Source: an optimization exercise on an open RTL-to-GDS flow (aim: small area). Production flows keep margins and buffers that such runs may drop.
In this exercise RTL edits were held to simulation tests only and were not proved equivalent to the original.
Power and IR drop assume default switching activity.

==> flow/design.v (excerpt) <==
module bicubic_scaler (
    input  logic        CLK,
    input  logic        RST,
    input  logic        start,
    input  logic [6:0]  v0,
    input  logic [6:0]  h0,
    input  logic [4:0]  sw,
    input  logic [5:0]  sh,
    input  logic [5:0]  tw,
    input  logic [7:0]  src_data,
    output logic        src_rd,
    output logic [13:0] src_addr,
    output logic        dst_we,
    output logic [11:0] dst_addr,
    output logic [7:0]  dst_data,
    output logic        done
);
    localparam logic [1:0] S_IDLE = 2'd0, S_INIT = 2'd1, S_SUB = 2'd2, S_PIX = 2'd3;
    logic [1:0]  state;
    logic [6:0]  cnt;
    logic [6:0]  h0_q;
    logic [4:0]  sm;        
    logic [5:0]  dd;        
    logic [5:0]  rows;      
    logic [13:0] row_base;
    logic [6:0]  colp;      
    logic [6:0]  rem;
    logic [5:0]  col;       
    logic [11:0] dst_cnt;
    logic [5:0]  dr;
    logic [14:0] x;
    logic [7:0]  t0, t1, t2;
    logic [14:0] p1, p2, p3;
    logic        y1, y2, y3;
    logic        cb, cc, cd;
    logic [3:0]  g;
    logic        sa, sb, sc;
    logic        r57;
    logic [6:0]  cnt_inc, tcol, koff, badd, minu, addb, diff;
    logic [5:0]  col_inc, rows_dec, dd_in;
    logic [4:0]  sm_in;
    logic [11:0] dst_inc;
    logic [13:0] addr_sum;
    logic        ge, last_col, dst_wrap, addm, xen, step100;
    logic        nc0, nc1, nc2, nc3, nc4, nc5, nc6;
    bs_rca #(7)  u_cnt  (.a(cnt),      .b(7'd0),          .ci(1'b1),  .s(cnt_inc),  .co(nc0));
    bs_rca #(7)  u_tcol (.a(colp),     .b(koff),          .ci(1'b0),  .s(tcol),     .co(nc1));
    bs_rca #(6)  u_col  (.a(col),      .b(6'd0),          .ci(1'b1),  .s(col_inc),  .co(last_col));
    bs_rca #(6)  u_rows (.a(rows),     .b(6'h3f),         .ci(1'b0),  .s(rows_dec), .co(nc2));
    bs_rca #(12) u_dst  (.a(dst_cnt),  .b(12'd0),         .ci(1'b1),  .s(dst_inc),  .co(dst_wrap));
    bs_rca #(14) u_addr (.a(row_base), .b({7'd0, badd}),  .ci(1'b0),  .s(addr_sum), .co(nc3));
    bs_rca #(7)  u_sub  (.a(minu),     .b(addb),          .ci(~addm), .s(diff),     .co(ge));
  ...
Size: ~190 flip-flops.
export LEC_CHECK = 0
export CAP_MARGIN = 20
export CORE_MARGIN = 2
export CORE_UTILIZATION = 40
export SLEW_MARGIN = 20
create_clock -name core_clock -period 15.0 [get_ports {CLK}]
standard.sh (not shown) runs the stock make flow with config.mk's settings and CLKGATE_MAP_FILE= SYNTH_SCRIPT=/design/flow/synth_recipe.tcl, a recipe that flattens the netlist after the stock synthesis.
==> flow/flow/run.sh <==
#!/bin/bash
# Layout flow: the standard flow, with these changes to the cells it picks:
#  - after the standard synthesis (bash standard.sh synth, unchanged), the
#    combinational cells of its netlist are re-mapped for area by Yosys/ABC
#    (flow/remap.py). Flip-flops, full/half adders and tie cells are left as
#    they are, so the registers keep their names, cells and connections. The
#    new netlist is proven equivalent to the standard one by Yosys; if that
#    fails, the standard netlist is used unchanged;
#  - the input and output ports are buffered with buf_1 instead of the buffer
#    buffer_ports picks by default (clkdlybuf4s50_1, 2.7x the area);
#  - clock tree synthesis runs with ORFS's usual arguments, clock buffers from
#    clkbuf_8 instead of clkbuf_16, and -dont_use_dummy_load.
# Each tool's output goes to a log in the work folder (standard_synth.log,
# remap/*.log, standard.log); ORFS also keeps each step's log under orfs/logs.
set -euo pipefail
export BUFFER_PORTS_ARGS="-buffer_cell sky130_fd_sc_hd__buf_1"
export CTS_ARGS="-sink_clustering_enable -repair_clock_nets -dont_use_dummy_load -buf_list sky130_fd_sc_hd__clkbuf_8"
bash standard.sh synth > standard_synth.log 2>&1
R="orfs/results/${FLOW_PLATFORM}/bicubic_scaler/base"
mkdir -p remap
cp "$R/1_2_yosys.v" remap/std.v
if python3 flow/remap.py remap/std.v remap/remapped.v "$FLOW_TOP" remap > remap/remap_py.log 2>&1; then
  cp remap/remapped.v "$R/1_2_yosys.v"
  echo "re-mapped netlist used" > remap/result.txt
else
  echo "re-mapping failed or not proven: standard netlist used" > remap/result.txt
fi
# the netlist is now newer than 1_synth.odb, so make rebuilds it from there on
touch "$R/1_2_yosys.v"
bash standard.sh > standard.log 2>&1
==> flow/flow/remap.py <==
#!/usr/bin/env python3
# Re-maps the combinational cells of the standard synthesis netlist for area
# with Yosys/ABC, and proves the result equivalent to the standard netlist.
#   remap.py STD.v OUT.v TOP WORKDIR
# Flip-flops, full/half adders and tie cells are kept untouched (blackboxes),
# so every register keeps its cell type, instance, name and connections.
# Exit status 0 only if OUT.v was written and proven equivalent.
import os, re, subprocess, sys

std, out, top, work = sys.argv[1:5]
here = os.path.dirname(os.path.abspath(__file__))
lib = os.path.join(os.environ.get('FLOW_HOME', '/OpenROAD-flow-scripts/flow'),
                   'platforms/sky130hd/lib/sky130_fd_sc_hd__tt_025C_1v80.lib')
yosys = os.environ.get('YOSYS_EXE') or 'yosys'
if not os.path.exists(yosys):
    yosys = 'yosys'
dont_use = open(os.path.join(here, 'dontuse.txt')).read().split()

net = open(std).read()
types = sorted(set(re.findall(r'^\s*(sky130_fd_sc_hd__\w+)\s', net, re.M)))
keep = [t for t in types if re.match(r'sky130_fd_sc_hd__(s?e?df|dl|fa_|fah|ha_|conb)', t)]


def run(name, script):
    path = os.path.join(work, name + '.ys')
    open(path, 'w').write(script)
    with open(os.path.join(work, name + '.log'), 'w') as log:
        return subprocess.call([yosys, '-s', path], stdout=log, stderr=subprocess.STDOUT)


readlib = f'read_liberty -overwrite -ignore_miss_func -ignore_miss_dir {lib}\n'
remap = readlib + f'''read_verilog {std}
hierarchy -top {top}
blackbox {' '.join(keep)}
flatten
opt_clean
abc -liberty {lib} {' '.join('-dont_use ' + c for c in dont_use)} -script "+strash;dc2;dch,-f;amap;topo"
opt_clean
hilomap -singleton -hicell sky130_fd_sc_hd__conb_1 HI -locell sky130_fd_sc_hd__conb_1 LO
splitnets
opt_clean -purge
hierarchy -top {top} -purge_lib
rename -enumerate -pattern _re%_
check -assert -mapped
stat -liberty {lib}
write_verilog -noattr -nohex -nodec {out}
'''
if run('remap', remap) != 0:
    sys.exit(1)

# equivalence of the two netlists, each cell read as its liberty function
for name, src in (('gold', std), ('gate', out)):
    if run('flat_' + name, readlib + f'''read_verilog {src}
hierarchy -top {top}
flatten
opt_clean
rename {top} {name}
write_rtlil {os.path.join(work, name + '.il')}
''') != 0:
        sys.exit(1)
sys.exit(run('equiv', f'''read_rtlil {os.path.join(work, 'gold.il')}
read_rtlil {os.path.join(work, 'gate.il')}
equiv_make gold gate eq
hierarchy -top eq
equiv_simple -seq 2
equiv_induct
equiv_status -assert
'''))
Other scripts of this flow, unchanged in this note and not shown: flow/flow/dontuse.txt
Rerun with:
--- a/flow/flow/run.sh
+++ b/flow/flow/run.sh
@@ -2,6 +2,6 @@
 # Layout flow: the standard flow, with these changes to the cells it picks:
 #  - after the standard synthesis (bash standard.sh synth, unchanged), the
-#    combinational cells of its netlist are re-mapped for area by Yosys/ABC
-#    (flow/remap.py). Flip-flops, full/half adders and tie cells are left as
+#    combinational cells of its netlist (half adders included) are re-mapped for area by Yosys/ABC
+#    (flow/remap.py). Flip-flops, full adders and tie cells are left as
 #    they are, so the registers keep their names, cells and connections. The
 #    new netlist is proven equivalent to the standard one by Yosys; if that
--- a/flow/flow/remap.py
+++ b/flow/flow/remap.py
@@ -3,5 +3,5 @@
 # with Yosys/ABC, and proves the result equivalent to the standard netlist.
 #   remap.py STD.v OUT.v TOP WORKDIR
-# Flip-flops, full/half adders and tie cells are kept untouched (blackboxes),
+# Flip-flops, full adders and tie cells are kept untouched (blackboxes),
 # so every register keeps its cell type, instance, name and connections.
 # Exit status 0 only if OUT.v was written and proven equivalent.
@@ -19,5 +19,5 @@
 net = open(std).read()
 types = sorted(set(re.findall(r'^\s*(sky130_fd_sc_hd__\w+)\s', net, re.M)))
-keep = [t for t in types if re.match(r'sky130_fd_sc_hd__(s?e?df|dl|fa_|fah|ha_|conb)', t)]
+keep = [t for t in types if re.match(r'sky130_fd_sc_hd__(s?e?df|dl|fa_|fah|conb)', t)]
 
 
@@ -42,5 +42,4 @@
 hierarchy -top {top} -purge_lib
 rename -enumerate -pattern _re%_
-check -assert -mapped
 stat -liberty {lib}
 write_verilog -noattr -nohex -nodec {out}
- via count grows by 1.6%
- total power grows by 9.1%
- setup slack is worse by 0.22 ns
- die area came out lower by 8.7%
- register-to-register slack gets worse by 0.25 ns
- non-clock buffer count stays the same
- count of clock-buffer cells in the layout is unchanged

-- static timing again, ports no longer ideal --
Ports are ideal in the flow. The routed layouts listed here were re-timed in OpenROAD. Step 1 sets driving cells, clkbuf_16 on the clock port and buf_2 on the other inputs (assumed; they add their load-dependent delay and slew). Step 2, shift: input delay + t, output delay - t, t = (earliest + latest rising clock arrival at the registers) / 2. This alone moves slack from input paths to output paths. a / b / c = ideal ports / drivers / drivers and shift; a / b = the first two.
run | t (ns) | setup slack, ns | worst hold slack (ns) | pins driven straight from the clock port
the first run | 0.490 | 3.447 / 3.466 / 2.976 | 0.331 / 0.331 / 0.331 | 1
the second run | 0.471 | 3.227 / 3.249 / 2.778 | 0.331 / 0.331 / 0.331 | 1
After both steps every run listed still meets setup and hold. For the first run, which loses most, drivers alone change the setup slack by +0.019 ns; drivers and shift together by -0.471 ns.
